From an optimization exercise on the open Yosys and OpenROAD flow, aimed at small area, a short achievable clock period and few clock cycles; shortcuts taken in it are not production practice.
At most, simulation tests tie the RTL to the original design; equivalence was not proved.
The clock port is modelled as an ideal driver; clocking choices that lean on that would not hold on a real chip.
Power and IR drop assume default switching activity.

Setup of job 4535:
// w21_col_mac_seq
module w21_col_mac_seq (
    input  logic                    clk,
    input  logic                    rst,
    input  logic                    start,
    output logic [ADDR_W-1:0]       adrs_clm,
    input  logic signed [D_W-1:0]   w_in,
    input  logic signed [D_W-1:0]   x_in,
    output logic                    busy,
    output logic                    done,
    output logic signed [D_W-1:0]   result
);
==> flow/config.mk <==
export PLATFORM = sky130hd
export DESIGN_NAME = w21_col_mac_seq
export DESIGN_NICKNAME = w21_col_mac_seq
export VERILOG_FILES = /design/flow/design.v
export SDC_FILE = /design/flow/constraint.sdc
export NUM_CORES = 4
export LEC_CHECK = 0
export ABC_CLOCK_PERIOD_IN_PS = 3000
export CAP_MARGIN = 20
export CORE_MARGIN = 2
export CORE_UTILIZATION = 40
export SLEW_MARGIN = 20
export SYNTH_HIERARCHICAL = 1
==> flow/constraint.sdc <==
create_clock -name core_clock -period 9.0 [get_ports {clk}]
set_input_delay 1.8000 -clock core_clock [delete_from_list [all_inputs] [get_ports {clk}]]
set_output_delay 1.8000 -clock core_clock [all_outputs]
set_load 0.01 [all_outputs]
standard.sh (not shown) runs the stock make flow with config.mk's settings and CLKGATE_MAP_FILE= SYNTH_SCRIPT=/design/flow/synth_recipe.tcl, a recipe that flattens the netlist after the stock synthesis.
==> flow/flow/run.sh <==
#!/bin/bash
set -euo pipefail
MARGIN=$(cat flow/margin.txt)
bash standard.sh "SETUP_SLACK_MARGIN=${MARGIN}" \
  "BUFFER_PORTS_ARGS=-buffer_cell sky130_fd_sc_hd__buf_1" finish > flow_make.log 2>&1
test -s out/final.def
==> flow/flow/margin.txt <==
6.0
The inputs of job 4427 differ from those of job 4535 as listed below.
==> flow/flow/margin.txt <==
5.5
As of job 4427, total power per unit cell area had risen by a few percent compared to job 4535.
Max first-pass GRT wire length across job 4427 and job 4535: job 4535
Job 4427 vs job 4535 — fill cell instance count of the final layout climbed by more than 10%
Job 4535 leaves less setup margin than job 4427.
In the final reports, the cell area of job 4427 is smaller than that of job 4535.
Job 4427 vs job 4535: number of stages on the worst setup path up
Diff job 4427 and job 4535: final-layout clock-cell area share lower in job 4535
Global placer's final weighted congestion is higher on job 4427
Total global routing overflow came out exactly the same in job 4427 and job 4535.
No functional check of the RTL was part of any run of this note.


Setup of build 25:
Another version of the RTL of w21_col_mac_seq (not shown whole).
Size: ~1500 cells after synthesis, ~77 I/O pins, ~0.016 mm2 of cells after synthesis.
Settings: LEC_CHECK=0, ABC_CLOCK_PERIOD_IN_PS=3000, CAP_MARGIN=20, CORE_MARGIN=2, CORE_UTILIZATION=40, SLEW_MARGIN=20, SYNTH_HIERARCHICAL=1; clock period 9.0 ns.
==> flow/flow/run.sh <==
#!/bin/bash
# Layout flow: the standard ORFS layout (standard.sh, standard synthesis unchanged) with
#  - the port buffers made with the smallest plain buffer,
#  - after clock-tree synthesis, useful skew for the register-to-register paths through
#    the multiplier tree (flow/early_clock.tcl): the registers that launch the partial
#    products clocked from buffers of their own on the clock port, and the accumulator
#    and result registers from a buffer below their clock-tree leaf.
# Every make step writes its own log under orfs/logs/; make's output goes to flow_make*.log,
# the skew step's to early_clock.log, all in this folder.
set -euo pipefail
MARGIN=$(cat flow/margin.txt)
KNOBS=("SETUP_SLACK_MARGIN=${MARGIN}" "BUFFER_PORTS_ARGS=-buffer_cell sky130_fd_sc_hd__buf_1")
bash standard.sh "${KNOBS[@]}" cts > flow_make_cts.log 2>&1
RES=orfs/results/${FLOW_PLATFORM}/w21_col_mac_seq/base
CTS_ODB=$PWD/$RES/4_cts.odb \
LIB_FILE=${FLOW_HOME}/platforms/${FLOW_PLATFORM}/lib/sky130_fd_sc_hd__tt_025C_1v80.lib \
EARLY_BUFS=$(cat flow/early_bufs.txt) EARLY_CELL=sky130_fd_sc_hd__clkbuf_16 \
LATE_CELL=$(cat flow/late_cell.txt) \
  openroad -no_init -exit flow/early_clock.tcl > early_clock.log 2>&1
touch $RES/4_cts.sdc
bash standard.sh "${KNOBS[@]}" finish > flow_make.log 2>&1
test -s out/final.def
==> flow/flow/margin.txt <==
5.6
Other scripts of this flow, unchanged in this note and not shown: flow/flow/early_bufs.txt, flow/flow/early_clock.tcl, flow/flow/late_cell.txt
Testbench counts of build 25, summed over its fixed seeds: cycles 14,504.
Here is what was changed in the inputs of build 4 compared with build 25.
==> flow/flow/margin.txt <==
5.5
--- a/flow/config.mk
+++ b/flow/config.mk
@@ -11,0 +12,2 @@
+export CTS_CLUSTER_DIAMETER = 100
+export CTS_CLUSTER_SIZE = 30
### Flow results
Global-route usage delta for build 4 relative to build 25: 0.93 points lower
Re cell depth of the worst flop-to-flop path: no difference whatsoever between build 4 and build 25.
The lower post-layout total power of build 25 and build 4 is in build 4.
On share of the cycle needed by the critical path after routing, build 25 and build 4 are basically level.
What build 71 does differently from build 4 at the input level:
==> flow/flow/margin.txt <==
5.7
--- a/flow/config.mk
+++ b/flow/config.mk
@@ -12,2 +11,0 @@
-export CTS_CLUSTER_DIAMETER = 100
-export CTS_CLUSTER_SIZE = 30
Results
- Build 71 vs. build 4: growth of design area from synthesis to finish went up 5.2 points, setup slack rose 0.044 ns, hold slack now larger, count of cells along the worst hold path increased 1.
- Build 71 ended with more final area than build 4.
- [compare] base=build 4 new=build 71: time the final worst path needs with I/O delays and setup went down by 0.044 ns; total routed wirelength went up by about 7%.
### build 71 -> build 8
==> flow/flow/margin.txt <==
5.5
--- a/flow/config.mk
+++ b/flow/config.mk
@@ -9 +9 @@
-export CAP_MARGIN = 20
+export CAP_MARGIN = 5
@@ -12 +12 @@
-export SLEW_MARGIN = 20
+export SLEW_MARGIN = 5
## What came out
- Side by side, part of the power in combinational logic turned out lower in build 8 than in build 71.
- Max freq build 71 -> build 8: degraded
- Compared to build 71, the router laid down less metal wire for build 8.
- Critical-path cell with the highest stage delay = dfrtp_2: build 71; critical-path cell with the highest stage delay = dfrtp_1: build 8
For build 45, these inputs were changed with respect to build 8:
--- a/flow/config.mk
+++ b/flow/config.mk
@@ -9 +9 @@
-export CAP_MARGIN = 5
+export CAP_MARGIN = 20
@@ -11,2 +11,2 @@
-export CORE_UTILIZATION = 40
-export SLEW_MARGIN = 5
+export CORE_UTILIZATION = 55
+export SLEW_MARGIN = 20
[summary]
The final layout from build 45, which completed every stage, passed the timing, DRC and antenna checks at the end of the flow. Of the two candidates, build 8 has the better clock network power and build 45 the worse one. Build 45: area added between synthesis and finish lower than build 8. Setup slack came out lower on build 45 than on build 8. On sum of routed wire segments on met1, build 45 and build 8 are basically level. Summary: with build 8 as the reference, overall power in build 45 moved up slightly.
## Diff of input files: build 2 against build 45
==> flow/flow/margin.txt <==
5.4
--- a/flow/config.mk
+++ b/flow/config.mk
@@ -11 +11 @@
-export CORE_UTILIZATION = 55
+export CORE_UTILIZATION = 40
### Flow results
- The global-route usage of build 2 falls short of that of build 45 by 8.6 points.
- Relative to build 45, global routing usage on met2 decreased by 13 points in build 2.
- Build 2 vs. build 45: post-layout worst setup margin lost 0.055 ns, final routed wirelength across all metal layers now smaller.


juniper:
w21_col_mac_seq again, from the RTL that the note above started with.
==> flow/config.mk <==
export PLATFORM = sky130hd
export DESIGN_NAME = w21_col_mac_seq
export DESIGN_NICKNAME = w21_col_mac_seq
export VERILOG_FILES = /design/flow/design.v
export SDC_FILE = /design/flow/constraint.sdc
export NUM_CORES = 4
export LEC_CHECK = 0
export ABC_CLOCK_PERIOD_IN_PS = 3000
export CAP_MARGIN = 20
export CORE_MARGIN = 2
export CORE_UTILIZATION = 40
export SLEW_MARGIN = 20
export SYNTH_HIERARCHICAL = 1
==> flow/constraint.sdc <==
create_clock -name core_clock -period 9.0 [get_ports {clk}]
set_input_delay 1.8000 -clock core_clock [delete_from_list [all_inputs] [get_ports {clk}]]
set_output_delay 1.8000 -clock core_clock [all_outputs]
set_load 0.01 [all_outputs]
==> flow/flow/run.sh <==
#!/bin/bash
set -euo pipefail
MARGIN=$(cat flow/margin.txt)
bash standard.sh "SETUP_SLACK_MARGIN=${MARGIN}" \
  "BUFFER_PORTS_ARGS=-buffer_cell sky130_fd_sc_hd__buf_1" finish > flow_make.log 2>&1
test -s out/final.def
==> flow/flow/margin.txt <==
5.7
Testbench counts of juniper, summed over its fixed seeds: cycles 14,504.
--- input diff juniper..cedar ---
==> flow/flow/margin.txt <==
5.4
In cedar relative to juniper, total power had gone down by a few percent.
Post-detailed-route wirelength per cell down 2.2 um in cedar wrt juniper
Going from juniper to cedar, starting DRC count in detailed routing down about 24%; internal power of the cells shrank by 0.30 mW.
Utilization juniper -> cedar: down
Here is what was changed in the inputs of ember compared with cedar.
==> flow/flow/margin.txt <==
5.5
Results
Tightest slew margin relative to the limit, cedar and ember: smaller value in ember. Internal power summed over all cells (ember over cedar): increase, 0.64%. ember vs cedar — combinational group share of total power rose 0.6 points. The run with more routed wire is ember, not cedar.
> inputs changed (ember -> violet)
- SETUP_SLACK_MARGIN newly set to 5
==> flow/run.sh (new file) <==
#!/bin/bash
# synth_recipe.tcl (not shown) runs the flow's synth.tcl, then flattens the netlist and writes it again
# the make line also repeats each setting of config.mk as NAME=value (left out here)
make -C /OpenROAD-flow-scripts/flow DESIGN_CONFIG=/design/flow/config.mk WORK_HOME=/design/flow/orfs CLKGATE_MAP_FILE= SYNTH_SCRIPT=/design/flow/synth_recipe.tcl finish
removed: flow/flow/run.sh
removed: flow/flow/margin.txt
removed: flow/standard.sh
==> summary.txt <==
- Between ember and violet, the clock input transition at the sequential cells of the worst setup and hold paths figures differ only marginally.
- Taking ember as the reference, in violet clock-cell share of area grew by 0.38 points, non-clock buffer count now smaller, post-route standard cell area excluding fillers saw a decrease, count of non-filler cells in the finished layout decreased by about 1.8% relative to the old numbers, setup slack now sits lower.

## what the ideal ports hide
The flow's constraints put no driver on any port. The routed layouts listed below were extracted and timed again, unchanged, in two steps. Step 1 sets driving cells, clkbuf_16 on the clock port and buf_2 on the other inputs (assumed; they add their load-dependent delay and slew). Step 2, shift: input delay + t, output delay - t, t = (earliest + latest rising clock arrival at the registers) / 2. This alone moves slack from input paths to output paths. Three values: no drivers, after step 1, after step 2; two values: the first two.
| run | t (ns) | setup WS [ns] | clock arrival spread, ns | slew at the worst register clock pin (ns) | worst data-port slew with drivers (ns) | pins driven straight from the clock port |
|---|---|---|---|---|---|---|
| job 4535 | 0.526 | 5.086 / 5.086 / 5.086 | 0.017 / 0.016 | 0.08 / 0.08 | 0.07 | 1 |
| job 4427 | 0.506 | 5.164 / 5.164 / 5.164 | 0.015 / 0.015 | 0.08 / 0.08 | 0.06 | 1 |
| build 25 | 0.397 | 5.727 / 5.627 / 5.848 | 0.317 / 0.318 | 0.09 / 0.09 | 0.06 | 4 |
| build 4 | 0.392 | 5.730 / 5.633 / 5.739 | 0.316 / 0.316 | 0.09 / 0.09 | 0.06 | 4 |
| build 71 | 0.388 | 5.774 / 5.679 / 5.807 | 0.330 / 0.330 | 0.09 / 0.09 | 0.04 | 4 |
| build 8 | 0.392 | 5.730 / 5.633 / 5.739 | 0.316 / 0.316 | 0.09 / 0.09 | 0.06 | 4 |
| build 45 | 0.386 | 5.670 / 5.633 / 5.670 | 0.353 / 0.353 | 0.12 / 0.12 | 0.05 | 4 |
| build 2 | 0.395 | 5.615 / 5.615 / 5.615 | 0.319 / 0.319 | 0.09 / 0.09 | 0.06 | 4 |
| juniper | 0.514 | 5.528 / 5.528 / 5.528 | 0.016 / 0.016 | 0.08 / 0.08 | 0.04 | 1 |
| cedar | 0.510 | 5.486 / 5.486 / 5.486 | 0.013 / 0.013 | 0.08 / 0.08 | 0.06 | 1 |
| ember | 0.510 | 5.521 / 5.521 / 5.521 | 0.014 / 0.014 | 0.08 / 0.08 | 0.06 | 1 |
| violet | 0.522 | 5.097 / 5.097 / 5.097 | 0.016 / 0.016 | 0.09 / 0.09 | 0.04 | 1 |
In 6 of these runs the clock reaches the registers at very different times; t lies between them, and the last value is a rough guide only.
